This is an optimization exercise on Yosys and OpenROAD, whose aim is small area, not a production implementation.
Function was checked by simulation only, so behaviour that the tests miss may differ from the original.
Power figures rest on the tool's default switching activity, not on a simulated workload.

==> 02-24 <==
==> flow/design.v <==
`timescale 1ns/1ps
`default_nettype none
module orderBookDirectoryParser
(
    input  wire logic                    clk,
    input  wire logic                    rst,
    input  wire logic [(8 * 8)-1:0]   dataIn,
    input  wire logic                    wordValid,
    input  wire logic                    start,
    input  wire logic [3-1:0] startOffset,
    output logic                         recordValid,
    output logic [31:0]                  timeStamp,
    output logic [31:0]                  orderBookId,
    output logic [(8 * 8)-1:0]        symbol,
    output logic [95:0]                  isin,
    output logic [7:0]                   financialProduct,
    output logic [23:0]                  tradingCurrency,
    output logic [15:0]                  decimalsInPrice,
    output logic [15:0]                  decimalsInNominalValue,
    output logic [31:0]                  oddLotSize,
    output logic [31:0]                  roundLotSize,
    output logic [31:0]                  blockLotSize,
    output logic [(8 * 8)-1:0]        nominalValue
);
    localparam int MSG_BITS = 7 * (8 * 8);
    logic                    busy;        
    logic [2:0]              beat;        
    logic [3-1:0] offset;      
    logic                    pending;     
    logic [MSG_BITS-1:0]     msgBuf;      
    logic [MSG_BITS-1:0]     record;
    logic                    firstBeat;
    logic                    anyBeat;
    logic                    lastBeat;
    logic [3-1:0] shift;
    logic [(8 * 8)-1:0]   rotWord;
    assign firstBeat = !busy && wordValid && start;
    assign anyBeat = firstBeat || (busy && wordValid);
    assign lastBeat = busy && wordValid &&
                      ((beat == 3'd7) || ((beat == 3'd6) && (offset == '0)));
    assign shift = busy ? offset : startOffset;
    assign rotWord = {dataIn, dataIn} >> {shift, 3'b000};
    always_ff @(posedge clk) begin
        if (rst) begin
            busy <= 1'b0;
            beat <= 3'd0;
            pending <= 1'b0;
            recordValid <= 1'b0;
        end else begin
            pending <= lastBeat;
            recordValid <= pending;
            if (lastBeat) begin
                busy <= 1'b0;
                beat <= 3'd0;
            end else if (anyBeat) begin
                busy <= 1'b1;
                beat <= beat + 3'd1;
            end
        end
    end
    always_ff @(posedge clk) begin
        if (firstBeat) begin
            offset <= startOffset;
        end
    end
    logic [7*8-1:0] writeByte;
    logic [7*8-1:0] keepByte;
    logic loadRecord;
    logic holdRecord;
    always_comb begin
        for (int w = 0; w < 7; w++) begin
            for (int j = 0; j < 8; j++) begin
                writeByte[8 * w + j] = anyBeat &&
                    (beat == ((j + shift >= 8) ? w + 1 : w));
            end
        end
    end
    assign keepByte = ~writeByte;
    assign loadRecord = pending && !rst;
    assign holdRecord = !pending && !rst;
    logic [MSG_BITS-1:0] msgBufNext;
    logic [MSG_BITS-1:0] recordNext;
    for (genvar i = 0; i < MSG_BITS; i++) begin : g_bit
        selectBit bufSel (
            .a (rotWord[i % (8 * 8)]),
            .aSel (writeByte[i / 8]),
            .b (msgBuf[i]),
            .bSel (keepByte[i / 8]),
            .y (msgBufNext[i])
        );
        selectBit recordSel (
            .a (msgBuf[i]),
            .aSel (loadRecord),
            .b (record[i]),
            .bSel (holdRecord),
            .y (recordNext[i])
        );
    end
    always_ff @(posedge clk) begin
        msgBuf <= msgBufNext;
        record <= recordNext;
    end
    assign timeStamp = record[31:0];
    assign orderBookId = record[63:32];
    assign symbol = record[127:64];
    assign isin = record[223:128];
    assign financialProduct = record[231:224];
    assign tradingCurrency = record[255:232];
    assign decimalsInPrice = record[271:256];
    assign decimalsInNominalValue = record[287:272];
    assign oddLotSize = record[319:288];
    assign roundLotSize = record[351:320];
    assign blockLotSize = record[383:352];
    assign nominalValue = record[447:384];
endmodule
`default_nettype wire
`default_nettype none
module selectBit
(
    input  wire logic a,
    input  wire logic aSel,
    input  wire logic b,
    input  wire logic bSel,
    output logic      y
);
    assign y = (a & aSel) | (b & bSel);
endmodule
`default_nettype wire
==> flow/flow/run.sh <==
#!/bin/bash
# The standard layout, with two changes: the port buffers are the smallest
# buffer cell, and clock tree synthesis is tuned for area.
set -euo pipefail
bash standard.sh synth > synth.log 2>&1
bash standard.sh \
    "BUFFER_PORTS_ARGS=-buffer_cell sky130_fd_sc_hd__buf_1" \
    "CTS_ARGS=-sink_clustering_enable -repair_clock_nets -dont_use_dummy_load -buf_list sky130_fd_sc_hd__clkbuf_16 -sink_clustering_size 28 -sink_clustering_max_diameter 80" \
    finish > layout.log 2>&1
==> flow/standard.sh <==
#!/bin/bash
# synth_recipe.tcl (not shown) runs the flow's synth.tcl, then flattens the netlist and writes it again
# the make line also repeats each setting of config.mk as NAME=value (left out here)
make -C /OpenROAD-flow-scripts/flow DESIGN_CONFIG=/design/flow/config.mk WORK_HOME=/design/flow/orfs CLKGATE_MAP_FILE= SYNTH_SCRIPT=/design/flow/synth_recipe.tcl "${@:-finish}"
==> flow/config.mk <==
export PLATFORM = sky130hd
export DESIGN_NAME = orderBookDirectoryParser
export DESIGN_NICKNAME = orderBookDirectoryParser
export VERILOG_FILES = /design/flow/design.v
export SDC_FILE = /design/flow/constraint.sdc
export NUM_CORES = 4
export LEC_CHECK = 0
export CAP_MARGIN = 20
export CORE_MARGIN = 2
export CORE_UTILIZATION = 60
export SLEW_MARGIN = 20
export SYNTH_HIERARCHICAL = 1
==> flow/constraint.sdc <==
create_clock -name core_clock -period 5.0 [get_ports {clk}]
set_input_delay 1.0000 -clock core_clock [delete_from_list [all_inputs] [get_ports {clk}]]
set_output_delay 1.0000 -clock core_clock [all_outputs]
set_load 0.01 [all_outputs]
==> 04-27: changes against 02-24 <==
--- a/flow/design.v
+++ b/flow/design.v
@@ -24,4 +24,4 @@
 );
-    localparam int MSG_BITS = 7 * (8 * 8);
-    logic                    busy;        
+    localparam int MSG_BYTES = 7 * 8;
+    localparam int MSG_BITS = MSG_BYTES * 8;
     logic [2:0]              beat;        
@@ -31,2 +31,3 @@
     logic [MSG_BITS-1:0]     record;
+    logic                    busy;
     logic                    firstBeat;
@@ -36,2 +37,24 @@
     logic [(8 * 8)-1:0]   rotWord;
+    logic [7:0]              beatIs;      
+    logic [7:0]              wraps;       
+    logic [MSG_BYTES-1:0]    writeByte;
+    logic [MSG_BYTES-1:0]    keepByte;
+    logic                    loadRecord;
+    logic                    holdRecord;
+    function automatic logic [2:0] gray(input logic [2:0] n);
+        gray = n ^ (n >> 1);
+    endfunction
+    function automatic logic [2:0] grayNext(input logic [2:0] g);
+        case (g)
+            3'b000: grayNext = 3'b001;
+            3'b001: grayNext = 3'b011;
+            3'b011: grayNext = 3'b010;
+            3'b010: grayNext = 3'b110;
+            3'b110: grayNext = 3'b111;
+            3'b111: grayNext = 3'b101;
+            3'b101: grayNext = 3'b100;
+            default: grayNext = 3'b000;
+        endcase
+    endfunction
+    assign busy = (beat != 3'd0);
     assign firstBeat = !busy && wordValid && start;
@@ -39,8 +62,14 @@
     assign lastBeat = busy && wordValid &&
-                      ((beat == 3'd7) || ((beat == 3'd6) && (offset == '0)));
-    assign shift = busy ? offset : startOffset;
-    assign rotWord = {dataIn, dataIn} >> {shift, 3'b000};
+                      ((beat == gray(3'd7)) || ((beat == gray(3'd6)) && (offset == '0)));
+    for (genvar i = 0; i < 3; i++) begin : g_shift
+        selectBit shiftSel (
+            .a    (offset[i]),
+            .aSel (busy),
+            .b    (startOffset[i]),
+            .bSel (!busy),
+            .y    (shift[i])
+        );
+    end
     always_ff @(posedge clk) begin
         if (rst) begin
-            busy <= 1'b0;
             beat <= 3'd0;
@@ -52,7 +81,5 @@
             if (lastBeat) begin
-                busy <= 1'b0;
                 beat <= 3'd0;
             end else if (anyBeat) begin
-                busy <= 1'b1;
-                beat <= beat + 3'd1;
+                beat <= grayNext(beat);
             end
@@ -65,11 +92,32 @@
     end
-    logic [7*8-1:0] writeByte;
-    logic [7*8-1:0] keepByte;
-    logic loadRecord;
-    logic holdRecord;
+    byteRotator rotatorInst (
+        .word  (dataIn),
+        .shift (shift),
+        .shiftN (~shift),
+        .y     (rotWord)
+    );
     always_comb begin
-        for (int w = 0; w < 7; w++) begin
-            for (int j = 0; j < 8; j++) begin
-                writeByte[8 * w + j] = anyBeat &&
-                    (beat == ((j + shift >= 8) ? w + 1 : w));
+        for (int b = 0; b < 8; b++) begin
+            beatIs[b] = anyBeat && (beat == gray(3'(b)));
+        end
+        for (int j = 0; j < 8; j++) begin
+            wraps[j] = (j > 0) && (shift >= 3'(8 - j));
+        end
+    end
+    for (genvar w = 0; w < 7; w++) begin : g_word
+        assign writeByte[8 * w] = beatIs[w];
+        assign keepByte[8 * w] = !beatIs[w];
+        for (genvar j = 1; j < 8; j++) begin : g_byte
+            if (8 * w + j == MSG_BYTES - 1) begin : g_last
+                assign writeByte[8 * w + j] = 1'b1;
+                assign keepByte[8 * w + j] = 1'b0;
+            end else begin : g_enable
+                byteEnable enableInst (
+                    .wraps  (wraps[j]),
+                    .wrapsN (!wraps[j]),
+                    .now    (beatIs[w]),
+                    .next   (beatIs[w + 1]),
+                    .write  (writeByte[8 * w + j]),
+                    .keep   (keepByte[8 * w + j])
+                );
             end
@@ -77,3 +125,2 @@
     end
-    assign keepByte = ~writeByte;
     assign loadRecord = pending && !rst;
@@ -83,15 +130,19 @@
     for (genvar i = 0; i < MSG_BITS; i++) begin : g_bit
-        selectBit bufSel (
-            .a (rotWord[i % (8 * 8)]),
-            .aSel (writeByte[i / 8]),
-            .b (msgBuf[i]),
-            .bSel (keepByte[i / 8]),
-            .y (msgBufNext[i])
-        );
+        if (i / 8 == MSG_BYTES - 1) begin : g_last
+            assign msgBufNext[i] = rotWord[i % (8 * 8)];
+        end else begin : g_held
+            selectBit bufSel (
+                .a    (rotWord[i % (8 * 8)]),
+                .aSel (writeByte[i / 8]),
+                .b    (msgBuf[i]),
+                .bSel (keepByte[i / 8]),
+                .y    (msgBufNext[i])
+            );
+        end
         selectBit recordSel (
-            .a (msgBuf[i]),
+            .a    (msgBuf[i]),
             .aSel (loadRecord),
-            .b (record[i]),
+            .b    (record[i]),
             .bSel (holdRecord),
-            .y (recordNext[i])
+            .y    (recordNext[i])
         );
@@ -115,4 +166,2 @@
 endmodule
-`default_nettype wire
-`default_nettype none
 module selectBit
@@ -127,2 +176,53 @@
 endmodule
+module byteEnable
+(
+    input  wire logic wraps,
+    input  wire logic wrapsN,
+    input  wire logic now,
+    input  wire logic next,
+    output logic      write,
+    output logic      keep
+);
+    selectBit writeInst (
+        .a    (next),
+        .aSel (wraps),
+        .b    (now),
+        .bSel (wrapsN),
+        .y    (write)
+    );
+    assign keep = !write;
+endmodule
+module byteRotator
+(
+    input  wire logic [(8 * 8)-1:0]   word,
+    input  wire logic [3-1:0] shift,
+    input  wire logic [3-1:0] shiftN,
+    output logic [(8 * 8)-1:0]        y
+);
+    logic [(8 * 8)-1:0] by1;     
+    logic [(8 * 8)-1:0] by2;     
+    for (genvar i = 0; i < (8 * 8); i++) begin : g_bit
+        selectBit stage1 (
+            .a    (word[(i + 8) % (8 * 8)]),
+            .aSel (shift[0]),
+            .b    (word[i]),
+            .bSel (shiftN[0]),
+            .y    (by1[i])
+        );
+        selectBit stage2 (
+            .a    (by1[(i + 16) % (8 * 8)]),
+            .aSel (shift[1]),
+            .b    (by1[i]),
+            .bSel (shiftN[1]),
+            .y    (by2[i])
+        );
+        selectBit stage3 (
+            .a    (by2[(i + 32) % (8 * 8)]),
+            .aSel (shift[2]),
+            .b    (by2[i]),
+            .bSel (shiftN[2]),
+            .y    (y[i])
+        );
+    end
+endmodule
 `default_nettype wire
==> flow/flow/run.sh (replaced) <==
#!/bin/bash
# The standard layout, with two changes: the port buffers are the smallest
# buffer cell, and clock tree synthesis is tuned for area.
set -euo pipefail
bash standard.sh synth > synth.log 2>&1
bash standard.sh \
    "BUFFER_PORTS_ARGS=-buffer_cell sky130_fd_sc_hd__buf_1" \
    "CTS_ARGS=-sink_clustering_enable -repair_clock_nets -dont_use_dummy_load -buf_list sky130_fd_sc_hd__clkbuf_8 -sink_clustering_size 18 -sink_clustering_max_diameter 50" \
    finish > layout.log 2>&1
Settings changed: CORE_UTILIZATION 60 to 75.
==> notes <==
Against 04-27, the sequential power of 02-24 is higher by about 6%. Count of clock-buffer cells in the layout: 02-24 is lower than 04-27 (18). Of 04-27 and 02-24, 02-24 has the higher wire length (gap about 5.6%, measured against 02-24). Register-to-register slack: 02-24 is higher than 04-27 (350 ps). In 02-24 the die area is higher than in 04-27, by about 27%. In 02-24 the maximum frequency is higher than in 04-27, by 10%. Synthesized area: 04-27 is smaller than 02-24 (about 2.1%).
==> figures <==
| metric | 04-27 | 02-24 |
|---|---|---|
| Run status | no timing/DRC/antenna violations | no timing/DRC/antenna violations |
| Launch instance of the worst min-delay path | msgBuf[443]$_DFF_P_ | msgBuf[92]$_DFF_P_ |
| Area of the die | 0.0396 mm^2 | 0.0504 mm^2 |
| Invs w/o clock | 59 | 13 |
| Layout cells sized above 1 | 3.37% | 5.11% |
| Routed length on met2 | 39200 um | 41600 um |
| Via density | 7.09 | 6.64 |
| Met3 track demand over resource in global routing | 11.9% | 7.76% |
| Half-perimeter wire length after detailed placement | 59600 um | 64800 um |
| Maximum achievable frequency | 0.258 GHz | 0.284 GHz |
| Later-pin clock latency in the skew report | 710 ps | 610 ps |
| Overall die height | 199 um | 225 um |
| Global-route wire length before repair | 128000 um | 136000 um |
| Bufs w/o clock | 538 | 603 |
| Psw | 3.66 mW | 3.84 mW |

port drivers added, routing unchanged:
The results above use ideal ports. As a check the final layouts listed here were re-extracted and re-timed, cells and wires unchanged. Step 1 (the two cells are an assumption about what drives the block):
set clk [get_ports {clk}]
set_driving_cell -lib_cell sky130_fd_sc_hd__clkbuf_16 $clk
set_driving_cell -lib_cell sky130_fd_sc_hd__buf_2 [delete_from_list [all_inputs] $clk]
Step 2, shift: input delay + t, output delay - t, t = (earliest + latest rising clock arrival at the registers) / 2. This alone moves slack from input paths to output paths. Three values: ideal ports, drivers, drivers and shift; two values: the first two.
run	t, ns	setup slack, ns	hold WS [ns]	slew at the worst register clock pin (ns)	worst data-port slew with drivers (ns)
02-24	0.647	1.482 / 1.482 / 1.297	0.445 / 0.445 / 0.445	0.11 / 0.11	0.12
04-27	0.744	1.130 / 1.130 / 1.003	0.469 / 0.469 / 0.469	0.11 / 0.11	0.18
After both steps every run listed still meets setup and hold. For 02-24, which loses most, drivers alone change the setup slack by 0.000 ns; drivers and shift together by -0.185 ns.
